Context: an optimization exercise on an open-source flow, tuned for small area. The choices shown serve that exercise and are no tape-out recipe.
In this exercise RTL edits were held to simulation tests only and were not proved equivalent to the original. The clock port is modelled as an ideal driver; clocking choices that lean on that would not hold on a real chip.

## flow/design.v (module list and top-level ports; edited modules follow where they fit)
// module guided_stats_top: 2938 lines
module guided_stats_top
(
	input  logic        clk,
	input  logic        rst_n,
	input  logic        in_valid,
	input  logic [7:0]  pix_i,
	input  logic [7:0]  pix_p,
	input  logic [7:0]  old_i,
	input  logic [7:0]  old_p,
	output logic        out_valid,
	output logic [11:0] sum_i,
	output logic [11:0] sum_p,
	output logic [41:0] var_num,
	output logic [41:0] cov_num
);
  // ...
==> flow/flow/run.sh <==
#!/bin/bash
# Own layout flow: the standard flow (standard.sh) with these changes:
#  - synthesis runs Yosys's synth without its early ABC pass (-noabc), so the explicit
#    full-adder trees of the RTL reach extract_fa as written;
#  - flow/polarity.py then re-picks the polarity of full adders and 2-input gates in the
#    synthesized netlist to drop inverters (registers and ports untouched);
#  - the ports are buffered with buf_1 cells, and the buffers synthesis added are removed
#    before placement (the resizer adds back those it needs);
#  - the clock tree uses larger sink clusters (fewer clock buffers) and no dummy loads.
set -euo pipefail
work=$(pwd)
res="$work/orfs/results/${FLOW_PLATFORM:-sky130hd}/guided_stats_top/base"
sed 's/yosys synth -nofsm -noshare/yosys synth -nofsm -noshare -noabc/' synth_recipe.tcl > "$work/flow_synth.tcl"
grep -q -- '-noabc' "$work/flow_synth.tcl"
bash standard.sh SYNTH_SCRIPT="$work/flow_synth.tcl" synth > "$work/synth.log" 2>&1
cp "$res/1_2_yosys.v" "$work/yosys_netlist.v"
python3 "$work/flow/polarity.py" "$work/yosys_netlist.v" "$res/1_2_yosys.v" > "$work/polarity.log" 2>&1
rm -f "$res/1_synth.odb"
bash standard.sh BUFFER_PORTS_ARGS="-buffer_cell sky130_fd_sc_hd__buf_1" REMOVE_ABC_BUFFERS=1 \
  CTS_ARGS="-sink_clustering_enable -repair_clock_nets -sink_clustering_size 30 -sink_clustering_max_diameter 100 -buf_list sky130_fd_sc_hd__clkbuf_16 -dont_use_dummy_load" > "$work/layout.log" 2>&1
==> flow/flow/polarity.py <==
#!/usr/bin/env python3
"""Inverter clean-up on a flat Yosys netlist of sky130hd cells.

A full adder is self-dual: FA(~a, ~b, ~c) = (~sum, ~cout), so any full adder may be "flipped"
(all inputs and outputs taken in the other polarity) without changing its cell. A 2-input
AND/NAND/OR/NOR gate may take its output in the other polarity and/or both inputs in the other
polarity by becoming another of the four (De Morgan), and XOR2/XNOR2 may swap for each other.
This script chooses those polarities (simulated annealing) to need as little inverter and gate
area as it can, removes every inverter of the netlist and adds back one inverter per signal
whose complement is still needed. Plain buffers are dropped too (the layout's resizer adds back
those it needs). Registers, ports and every other cell are left as they are.

usage: polarity.py IN.v OUT.v
"""
import math
import random
import re
import sys

P = "sky130_fd_sc_hd__"
INV = 3.7536
AREA = {"and2_1": 6.256, "nand2_1": 3.7536, "or2_1": 6.256, "nor2_1": 3.7536,
        "xor2_1": 8.7584, "xnor2_1": 8.7584}
# (input polarity, output polarity) -> cell, relative to the original cell's function
GATE = {
    "and2_1": {(0, 0): "and2_1", (0, 1): "nand2_1", (1, 0): "nor2_1", (1, 1): "or2_1"},
    "nand2_1": {(0, 0): "nand2_1", (0, 1): "and2_1", (1, 0): "or2_1", (1, 1): "nor2_1"},
    "or2_1": {(0, 0): "or2_1", (0, 1): "nor2_1", (1, 0): "nand2_1", (1, 1): "and2_1"},
    "nor2_1": {(0, 0): "nor2_1", (0, 1): "or2_1", (1, 0): "and2_1", (1, 1): "nand2_1"},
    "xor2_1": {(0, 0): "xor2_1", (0, 1): "xnor2_1"},
    "xnor2_1": {(0, 0): "xnor2_1", (0, 1): "xor2_1"},
}
OUT_PINS = {"X", "Y", "Q", "Q_N", "SUM", "COUT", "HI", "LO"}


def norm(s):
    return " ".join(s.split())


def out(net):
    return net + " " if net.startswith("\\") else net


def is_const(net):
    return re.match(r"^\d*'[bh]", net) is not None


def main():
    src, dst = sys.argv[1], sys.argv[2]
    text = open(src).read()
    m = re.search(r"^module\s.*?;\n", text, re.S | re.M)
    head_end = m.end()
    end = text.rindex("endmodule")
    body = text[head_end:end]

    cell_re = re.compile(r"^\s*(" + P + r"\w+)\s+(\S+)\s*\((.*?)\);\s*$", re.S | re.M)
    pin_re = re.compile(r"\.(\w+)\(([^()]*)\)")
    assign_re = re.compile(r"^\s*assign\s+(.*?)\s*=\s*(.*?);\s*$", re.M)

    cells = []  # [type, name, [(pin, net)]]
    for cm in cell_re.finditer(body):
        pins = [(p, norm(n)) for p, n in pin_re.findall(cm.group(3))]
        cells.append([cm.group(1)[len(P):], cm.group(2), pins])
    assigns = [(norm(a), norm(b)) for a, b in assign_re.findall(body)]
    others = assign_re.sub("", cell_re.sub("", body))
    decl_lines = [l for l in others.split("\n") if l.strip()]

    ports = set()
    for l in decl_lines:
        mm = re.match(r"\s*output\s+(?:\[(\d+):(\d+)\]\s*)?(\S+);", l)
        if mm:
            if mm.group(1):
                for i in range(int(mm.group(2)), int(mm.group(1)) + 1):
                    ports.add(f"{mm.group(3)}[{i}]")
            else:
                ports.add(mm.group(3))

    # inverters and plain buffers are removed; the resizer adds back the buffers it needs
    invs = {ci for ci, c in enumerate(cells)
            if c[0] == "inv_1" or re.match(r"(clk)?buf_\d+$", c[0])}
    inv_in = {}
    for ci in invs:
        d = dict(cells[ci][2])
        y = d.get("Y", d.get("X"))
        inv_in[y] = (d["A"], 1 if "Y" in d else 0)

    def root(net):
        par = 0
        while net in inv_in:
            net, p = inv_in[net]
            par ^= p
        return net, par

    driver = {}
    for ci, (t, n, pins) in enumerate(cells):
        for p, net in pins:
            if p in OUT_PINS:
                driver[net] = ci

    # variables
    nv = 0
    out_var = {}   # cell -> var of its output polarity (fa flip / gate output)
    in_var = {}    # cell -> var of its input polarity (fa flip / gate inputs)
    gate_cells = []
    for ci, (t, n, pins) in enumerate(cells):
        drives_port = any(p in OUT_PINS and net in ports for p, net in pins)
        if t == "fa_1":
            if drives_port:
                continue
            out_var[ci] = in_var[ci] = nv
            nv += 1
        elif t in GATE:
            gate_cells.append(ci)
            if not drives_port:
                out_var[ci] = nv
                nv += 1
            if (1, 0) in GATE[t] and not any(is_const(net) for p, net in pins if p not in OUT_PINS):
                in_var[ci] = nv
                nv += 1
    val = [0] * nv

    loads = {}  # root -> list of (var or -1, parity)
    def add_load(net, var):
        if is_const(net):
            return
        r, par = root(net)
        loads.setdefault(r, []).append((var, par))
    for ci, (t, n, pins) in enumerate(cells):
        if ci in invs:
            continue
        for p, net in pins:
            if p not in OUT_PINS:
                add_load(net, in_var.get(ci, -1))
    for lhs, rhs in assigns:
        add_load(rhs, -1)
    def outnet(ci):
        d = dict(cells[ci][2])
        return d.get("Y", d.get("X"))
    port_inv = [outnet(ci) for ci in invs if outnet(ci) in ports]
    for y in port_inv:
        add_load(y, -1)

    def phys(r):
        ci = driver.get(r)
        if ci is None or ci not in out_var:
            return 0
        return val[out_var[ci]]

    def root_cost(r):
        ph = phys(r)
        for var, par in loads.get(r, ()):
            if par ^ (val[var] if var >= 0 else 0) != ph:
                return INV
        return 0.0

    def gate_cost(ci):
        t = cells[ci][0]
        iv = val[in_var[ci]] if ci in in_var else 0
        ov = val[out_var[ci]] if ci in out_var else 0
        return AREA[GATE[t][(iv, ov)]]

    # what each variable touches
    var_roots = [set() for _ in range(nv)]
    var_gates = [set() for _ in range(nv)]
    for r, ls in loads.items():
        for var, par in ls:
            if var >= 0:
                var_roots[var].add(r)
    for ci, v in out_var.items():
        for p, net in cells[ci][2]:
            if p in OUT_PINS:
                var_roots[v].add(net)
    for ci in gate_cells:
        for v in (in_var.get(ci), out_var.get(ci)):
            if v is not None:
                var_gates[v].add(ci)
    var_roots = [list(s) for s in var_roots]
    var_gates = [list(s) for s in var_gates]

    all_roots = set(loads)
    for v in range(nv):
        all_roots.update(var_roots[v])

    def total():
        return sum(root_cost(r) for r in all_roots) + sum(gate_cost(ci) for ci in gate_cells)

    def local(v):
        return sum(root_cost(r) for r in var_roots[v]) + sum(gate_cost(ci) for ci in var_gates[v])

    start = total()
    cur = start
    best, best_val = cur, list(val)
    rng = random.Random(12345)
    iters = int(sys.argv[3]) * max(nv, 1) if len(sys.argv) > 3 else 300 * max(nv, 1)
    T0, T1 = 3.0, 0.05
    for k in range(iters if nv else 0):
        T = T0 * (T1 / T0) ** (k / iters)
        v = rng.randrange(nv)
        before = local(v)
        val[v] ^= 1
        d = local(v) - before
        if d <= 0 or rng.random() < math.exp(-d / T):
            cur += d
            if cur < best - 1e-9:
                best, best_val = cur, list(val)
        else:
            val[v] ^= 1
    val[:] = best_val
    # greedy polish
    improved = True
    while improved:
        improved = False
        for v in range(nv):
            before = local(v)
            val[v] ^= 1
            if local(v) < before - 1e-9:
                improved = True
            else:
                val[v] ^= 1
    best = total()
    print(f"polarity: {len(invs)} inverters and buffers before; area of inverters and 2-input gates "
          f"{start:.1f} -> {best:.1f}", file=sys.stderr)

    # rewrite
    newnets, new_cells, neg = [], [], {}
    def net_for(r, q):
        if q == phys(r):
            return r
        if r not in neg:
            k = len(neg) + 1
            nm = f"_pol{k}_"
            newnets.append(nm)
            neg[r] = nm
            new_cells.append(["inv_1", f"_polinv{k}_", [("A", r), ("Y", nm)]])
        return neg[r]

    def conn(net, flip):
        if is_const(net):
            if not flip:
                return net
            v = net.split("'")[1][1:]
            assert v in ("0", "1"), net
            return "1'b" + ("0" if v == "1" else "1")
        r, par = root(net)
        return net_for(r, par ^ flip)

    out_cells = []
    for ci, (t, n, pins) in enumerate(cells):
        if ci in invs:
            continue
        flip = val[in_var[ci]] if ci in in_var else 0
        newpins = [(p, net) if p in OUT_PINS else (p, conn(net, flip)) for p, net in pins]
        tt = t
        if t in GATE:
            ov = val[out_var[ci]] if ci in out_var else 0
            tt = GATE[t][(flip, ov)]
            op = "Y" if tt.startswith(("nand", "nor", "xnor")) else "X"
            newpins = [(op if p in ("X", "Y") else p, net) for p, net in newpins]
        out_cells.append([tt, n, newpins])
    new_assigns = [(lhs, conn(rhs, 0)) for lhs, rhs in assigns]
    for y in port_inv:
        r, par = root(y)
        new_assigns.append((y, net_for(r, par)))
    out_cells += new_cells

    lines = [text[:head_end]] + decl_lines + [f"  wire {nm};" for nm in newnets]
    for t, n, pins in out_cells:
        pl = ",\n".join(f"    .{p}({out(net)})" for p, net in pins)
        lines.append(f"  {P}{t} {n} (\n{pl}\n  );")
    for lhs, rhs in new_assigns:
        lines.append(f"  assign {out(lhs)} = {out(rhs)};")
    lines.append("endmodule\n")
    open(dst, "w").write("\n".join(lines))
    print(f"polarity: {len(neg)} inverters after", file=sys.stderr)


main()
==> flow/standard.sh <==
#!/bin/bash
# synth_recipe.tcl (not shown) runs the flow's synth.tcl, then flattens the netlist and writes it again
# the make line also repeats each setting of config.mk as NAME=value (left out here)
make -C /OpenROAD-flow-scripts/flow DESIGN_CONFIG=/design/flow/config.mk WORK_HOME=/design/flow/orfs CLKGATE_MAP_FILE= SYNTH_SCRIPT=/design/flow/synth_recipe.tcl "${@:-finish}"
==> flow/config.mk <==
export PLATFORM = sky130hd
export DESIGN_NAME = guided_stats_top
export DESIGN_NICKNAME = guided_stats_top
export VERILOG_FILES = /design/flow/design.v
export SDC_FILE = /design/flow/constraint.sdc
export NUM_CORES = 4
export LEC_CHECK = 0
export CAP_MARGIN = 20
export CORE_MARGIN = 2
export CORE_UTILIZATION = 65
export PLACE_DENSITY = 0.8
export SLEW_MARGIN = 20
==> flow/constraint.sdc <==
create_clock -name core_clock -period 10.0 [get_ports {clk}]
set_input_delay 2.0000 -clock core_clock [delete_from_list [all_inputs] [get_ports {clk}]]
set_output_delay 2.0000 -clock core_clock [all_outputs]
set_load 0.01 [all_outputs]
==> flow_summary.yaml, run 1 <==
status:
  status: "no timing/DRC/antenna violations"
layout:
  insertedDiodeCount: 0
  final-clk-cell-share_pct: 1.78
  area.growth.synth_to_final_pct: 7.33
  sh_seq_area_pct: 46.3
  num-nonclk-inverters: 126
  fillers: 3292
worst_setup_path:
  crit_slowest_cell: "dfxtp_1"
  timing.rr.start: "lb_p[0][1]"
  cp_common_cell: "fa_1"
  cp.depth: 20
floorplanning:
  die-area_um2: 52300
clock_tree:
  cts_tree: "built"
  clk_latency_ns: 0.61
  hold_buffers: 0
grt:
  grt_pass1_vias: 18800
  grt_start_max_net_pins: 212
  gr-total-overflow: 0
placed_design:
  place_congestion: 0.965
  io_buffers: 105
sta:
  rsz0062_at_grt: "false"
  maxSlewHeadroom_pct: 29.3
  setup_viol: 0
  fin_ws_ns: 0.409
  hold_violations: 0
detailed_routing:
  dr.pass1.iters: 5
worst_hold_path:
  hold_end: "out_valid"
  holdPathStages: 0
==> run 2: changes to the inputs <==
--- a/flow/flow/polarity.py
+++ b/flow/flow/polarity.py
@@ -7,8 +7,9 @@
 polarity by becoming another of the four (De Morgan), and XOR2/XNOR2 may swap for each other.
 This script chooses those polarities (simulated annealing) to need as little inverter and gate
 area as it can, removes every inverter of the netlist and adds back one inverter per signal
-whose complement is still needed. Plain buffers are dropped too (the layout's resizer adds back
-those it needs). Registers, ports and every other cell are left as they are.
+whose complement is still needed (inv_1, inv_2 or inv_4 by fanout). Plain buffers are dropped
+too (the layout's resizer adds back those it needs). Registers, ports and every other cell are
+left as they are.
 
 usage: polarity.py IN.v OUT.v
 """
@@ -261,6 +262,17 @@
     for y in port_inv:
         r, par = root(y)
         new_assigns.append((y, net_for(r, par)))
+    # inv_2 has inv_1's area; inv_4 is still smaller than an inverter and a buffer
+    fanout = {}
+    for t, n, pins in out_cells:
+        for p, net in pins:
+            if p not in OUT_PINS:
+                fanout[net] = fanout.get(net, 0) + 1
+    for lhs, rhs in new_assigns:
+        fanout[rhs] = fanout.get(rhs, 0) + 1
+    for c in new_cells:
+        fo = fanout.get(dict(c[2])["Y"], 0)
+        c[0] = "inv_4" if fo >= 10 else "inv_2" if fo >= 3 else "inv_1"
     out_cells += new_cells
 
     lines = [text[:head_end]] + decl_lines + [f"  wire {nm};" for nm in newnets]
==> run 2 against run 1 <==
  * Count of clock-buffer cells in the layout decreased by 1
  * Critical path depth is 1 higher
  * Die area rose by 0.19%
==> flow_summary.yaml, run 2 <==
status:
  status: "no timing/DRC/antenna violations"
worst_setup_path:
  r2r_cells: 24
  reg2reg_to: "w_ip[18]"
  timing.rr.start: "lb_i[12][0]"
  cp-start-kind: "flip-flop"
  critPathCaptureType: "primary output"
  worstPathMaxFanout: 9
  path_class: "reg -> out"
  cp.arrival_ns: 7.60
  crit_required_ns: 8.00
  r2r_slack_ns: 0.49
placed_design:
  dp_hpwl_um: 45500
  io_buffers: 105
  place_congestion: 0.872
floorplanning:
  core_um2: 50100
  die-height_um: 229
  die_w_um: 229
  num_rows: 82
  initial_core_util_pct: 65.6
  die-area_um2: 52400
  ioPinCount: 144
sta:
  fin_setup_tns_ns: 0
  skew_ns: 0.0376
  worst_slew_pin_slew_ns: 1.15
  clock.fmax_mhz: 104
  hold_violations: 0
  period_minus_slack_ns: 9.60
  maxSlewHeadroom_pct: 23.6
  slew_viol_final: 0
  period_share_pct: 96.0
  whs_ns: 0.352
  rsz0062_at_grt: "false"
  setup_viol: 0
clock_tree:
  hold_buffers: 0
  htree_levels: 1
  numCtsBuffers: 24
  cts.sinks: 584
  post-cts-setup-buffers: 0
  clk_latency_ns: 0.58
  clock_path_buffers: 3
  cts_tree: "built"
  ctsResizeCount: 0
  clock-root-buffer: "clkbuf_16"
  clk_pin_slew_ns: 0.11
detailed_routing:
  wire_per_inst_um: 21.1
  num_vias: 16400
  drtAntennaViolNets: 0
  finalWirelength_um: 60500
  via_per_inst: 5.72
  drc: 0
  drt_iter0_drc: 1151
  dr.pass1.iters: 7
worst_hold_path:
  min-delay-start: "win_q"
  hp-class: "reg -> reg"
  holdPathStages: 0
  hold_end: "out_valid"
grt:
  grt_pass1_vias: 18300
  gr-usage-met2_pct: 39.4
  grt_use_total_pct: 24.3
  antenna_found_initial: 0
  use_met3_pct: 3.42
  grt_use_met1_pct: 34.4
  grt_pass1_wl_um: 97600
  gr-total-overflow: 0
  grt_start_max_net_pins: 200
  grt-busiest-layer: "met2"
layout:
  final_common_cell: "fa_1"
  layout-drive-gt1-share_pct: 5.05
  final_cell_mix: "fa_1, edfxtp_1, nor2_1"
  ff_latch_area_um2: 16300
  layout.nets: 2932
  fillers: 3334
  multiInputGateArea_um2: 16100
  area.growth.synth_to_final_pct: 6.35
  insertedDiodeCount: 0
  reg_top3: "lb_i (200), lb_p (200)"
synthesis:
  avgSynthCellArea_um2: 16.2
  syn_inst: 2029
  yosysWarnings: 3
  syn_area_um2: 32900
job:
  maxCapViolations: 0
run 2: layer usage:
layer / vias to the layer above / wire length [um]
met5: - / 0
li1: 6956 / -
met1: 8722 / 24600
met2: 613 / 29700
met4: 0 / 2440
met3: 139 / 3680
run 2: per-stage QoR:
step / area (um^2) / std cells / worst slack [ns] / util, %
floorplan: 32900 / 2050 / -0.454 / -
global placement: 34300 / 2846 / 0.618 / 68.6
detailed placement: 34300 / 2846 / 0.471 / 68.6
CTS: 34900 / 2870 / 0.326 / 69.8
global route: 34900 / 2870 / 0.00677 / 69.8
finish: 34900 / 2870 / 0.401 / 69.8
run 2: critical path, stage by stage (launching register included):
cell and delay (ns):
dfxtp_1 0.54, inv_2 0.18, ha_1 0.21, or2_1 0.22, fa_1 0.41, fa_1 0.39, fa_1 0.40, fa_1 0.40
fa_1 0.39, fa_1 0.40, fa_1 0.40, fa_1 0.39, fa_1 0.40, fa_1 0.39, fa_1 0.42, fa_1 0.42
a21o_1 0.21, a211oi_1 0.23, nor2_1 0.10, o22ai_1 0.22, xnor2_1 0.14, buf_1 0.16
run 2: layout make-up:
type	instances	share of cell area [%]
inverter	126	1.53
sequential	584	46.6
timing repair buffer	124	1.62
tap	672	2.41
clock buffer	24	1.72
multi-input combinational	1340	46.1
run 2: how the worst max path moves through the flow:
stage	startpoint	slack, ns	end	cells after the start
floorplan	w_ii[0]	-0.45	cov_num[21]	18
global placement	lb_i[0][0]	0.62	w_ip[18]	24
detailed placement	lb_i[0][0]	0.47	w_ip[18]	24
CTS	w_ii[0]	0.33	var_num[20]	21
global route	w_ii[0]	0.007	var_num[20]	21
finish	w_ii[0]	0.40	var_num[20]	21
==> run 3: changes to the inputs <==
--- a/flow/flow/run.sh
+++ b/flow/flow/run.sh
@@ -1,7 +1,8 @@
 #!/bin/bash
 # Own layout flow: the standard flow (standard.sh) with these changes:
 #  - synthesis runs Yosys's synth without its early ABC pass (-noabc), so the explicit
-#    full-adder trees of the RTL reach extract_fa as written;
+#    full-adder trees of the RTL reach extract_fa as written, and with Yosys's own
+#    (Brent-Kung) carry lookahead for '+' instead of the flow's Kogge-Stone map;
 #  - flow/polarity.py then re-picks the polarity of full adders and 2-input gates in the
 #    synthesized netlist to drop inverters (registers and ports untouched);
 #  - the ports are buffered with buf_1 cells, and the buffers synthesis added are removed
@@ -12,7 +13,7 @@
 res="$work/orfs/results/${FLOW_PLATFORM:-sky130hd}/guided_stats_top/base"
 sed 's/yosys synth -nofsm -noshare/yosys synth -nofsm -noshare -noabc/' synth_recipe.tcl > "$work/flow_synth.tcl"
 grep -q -- '-noabc' "$work/flow_synth.tcl"
-bash standard.sh SYNTH_SCRIPT="$work/flow_synth.tcl" synth > "$work/synth.log" 2>&1
+bash standard.sh SYNTH_SCRIPT="$work/flow_synth.tcl" SYNTH_OPERATIONS_ARGS="-nofsm" synth > "$work/synth.log" 2>&1
 cp "$res/1_2_yosys.v" "$work/yosys_netlist.v"
 python3 "$work/flow/polarity.py" "$work/yosys_netlist.v" "$res/1_2_yosys.v" > "$work/polarity.log" 2>&1
 rm -f "$res/1_synth.odb"
==> run 3 against run 2 <==
  * Via count down 1.6%
  * Count of clock-buffer cells in the layout shrank 1
==> flow_summary.yaml, run 3 <==
clock_tree:
  ctsResizeCount: 0
  cts_tree: "built"
  post-cts-setup-buffers: 0
  clk_latency_ns: 0.58
  htree_levels: 1
  clock-root-buffer: "clkbuf_16"
  hold_buffers: 0
  numCtsBuffers: 23
  clock_path_buffers: 3
  cts.sinks: 584
  clk_pin_slew_ns: 0.09
sta:
  clock.fmax_mhz: 104
  hold_violations: 0
  rsz0062_at_grt: "false"
  setup_viol: 0
  period_minus_slack_ns: 9.65
  worst_slew_pin_slew_ns: 1.21
  slew_viol_final: 0
  skew_ns: 0.0293
  maxSlewHeadroom_pct: 19.0
  period_share_pct: 96.5
  fin_ws_ns: 0.349
detailed_routing:
  drt_iter0_drc: 1167
  wire_per_inst_um: 21.6
  dr.pass1.iters: 8
  via_per_inst: 5.69
  num_vias: 16200
  finalWirelength_um: 61300
  drtAntennaViolNets: 0
  drc: 0
layout:
  final_cell_mix: "fa_1, edfxtp_1, nor2_1"
  final_cell_count_no_fill: 2840
  layout-drive-gt1-share_pct: 5.49
  utilization_pct: 69.9
  insertedDiodeCount: 0
  area.growth.synth_to_final_pct: 6.64
  reg_top3: "lb_i (200), lb_p (200)"
  layout.nets: 2911
  final_common_cell: "fa_1"
synthesis:
  syn_area_um2: 32700
  avgSynthCellArea_um2: 16.5
  yosysWarnings: 3
  syn_inst: 1984
status:
  status: "no timing/DRC/antenna violations"
floorplanning:
  core_um2: 49900
  die-height_um: 228
  die-area_um2: 52100
  initial_core_util_pct: 65.6
  die_w_um: 228
  ioPinCount: 144
  num_rows: 82
grt:
  gr-total-overflow: 0
  antenna_found_initial: 0
  grt_pass1_vias: 18200
  grt_pass1_wl_um: 98700
  grt_use_total_pct: 24.9
  grt_start_max_net_pins: 195
placed_design:
  place_congestion: 0.876
  dp_hpwl_um: 46100
  dp_cells: 2817
  dp_slack_ns: 0.460
  io_buffers: 105
worst_setup_path:
  critPathCaptureType: "primary output"
  cp-start-kind: "flip-flop"
  crit_required_ns: 8.00
  worstPathMaxFanout: 23
  cp.arrival_ns: 7.65
  path_class: "reg -> out"
job:
  maxCapViolations: 0
worst_hold_path:
  hp-class: "reg -> reg"
## run 3: path summary, 6_finish.rpt
path                       cells after the start  slack [ns]          end        from
max                                           22        0.35  var_num[19]     w_ii[0]
min                                            0        0.36    out_valid       win_q
max reg2reg                                   24        0.43     w_ip[18]  lb_i[0][1]
min reg2reg                                    0        0.36    out_valid       win_q
max in group asynchronous                      1        8.27       col[3]       rst_n
min in group asynchronous                      1        1.37       col[2]       rst_n
## run 3: critical path: stages, from the launching register on
cell     delay, ns
dfxtp_1       0.33
buf_4         0.23
ha_1          0.21
or2_1         0.24
fa_1          0.41
fa_1          0.39
fa_1          0.39
fa_1          0.40
fa_1          0.40
fa_1          0.39
fa_1          0.40
fa_1          0.40
fa_1          0.39
fa_1          0.39
fa_1          0.39
fa_1          0.41
a21o_1        0.18
nand2_1       0.08
a21oi_1       0.09
or2_2         0.29
fa_1          0.38
xor2_1        0.14
buf_1         0.16
## run 3: layout make-up
| cell class | instances | area [um^2] |
|---|---|---|
| clock buffer | 23 | 576 |
| sequential | 584 | 16300 |
| fill | 3335 | 15000 |
| timing repair buffer | 140 | 673 |
| tap | 672 | 841 |
| inverter | 127 | 537 |
| multi-input combinational | 1294 | 15900 |
## run 3: per-stage QoR
step / hold slack, ns / cell area [um^2] / TNS (ns)
after CTS: 0.363 / 34900 / 0
after global placement: 0.333 / 34300 / 0
final: 0.359 / 34900 / 0
after floorplan: 0.331 / 32800 / -20.35
after detailed placement: 0.341 / 34300 / 0
after global routing: 0.376 / 34900 / 0
## run 3: per-layer routing
layer	up-vias	share of wire (%)	GRT usage (%)
met1	8577	41	34.4
met4	0	4.0	8.99
met2	649	49	41.0
met3	148	6.1	4.01
met5	-	0	0
li1	6792	-	-

## port drivers added, routing unchanged
Ports are ideal in the flow. The routed layouts listed here were re-timed in OpenROAD. Step 1 (the two cells are an assumption about what drives the block):
set clk [get_ports {clk}]
set_driving_cell -lib_cell sky130_fd_sc_hd__clkbuf_16 $clk
set_driving_cell -lib_cell sky130_fd_sc_hd__buf_2 [delete_from_list [all_inputs] $clk]
Step 2, shift: input delay + t, output delay - t, t = (earliest + latest rising clock arrival at the registers) / 2. This alone moves slack from input paths to output paths. Three values: ideal ports, drivers, drivers and shift; two values: the first two.
| run | t (ns) | setup slack, ns | clock arrival spread, ns | worst slew at a driven data input, ns |
|---|---|---|---|---|
| run 1 | 0.628 | 0.409 / 0.354 / 0.563 | 0.070 / 0.070 | 0.04 |
| run 2 | 0.617 | 0.401 / 0.345 / 0.491 | 0.039 / 0.039 | 0.03 |
| run 3 | 0.621 | 0.349 / 0.295 / 0.426 | 0.030 / 0.029 | 0.05 |
After both steps every run listed still meets setup and hold.
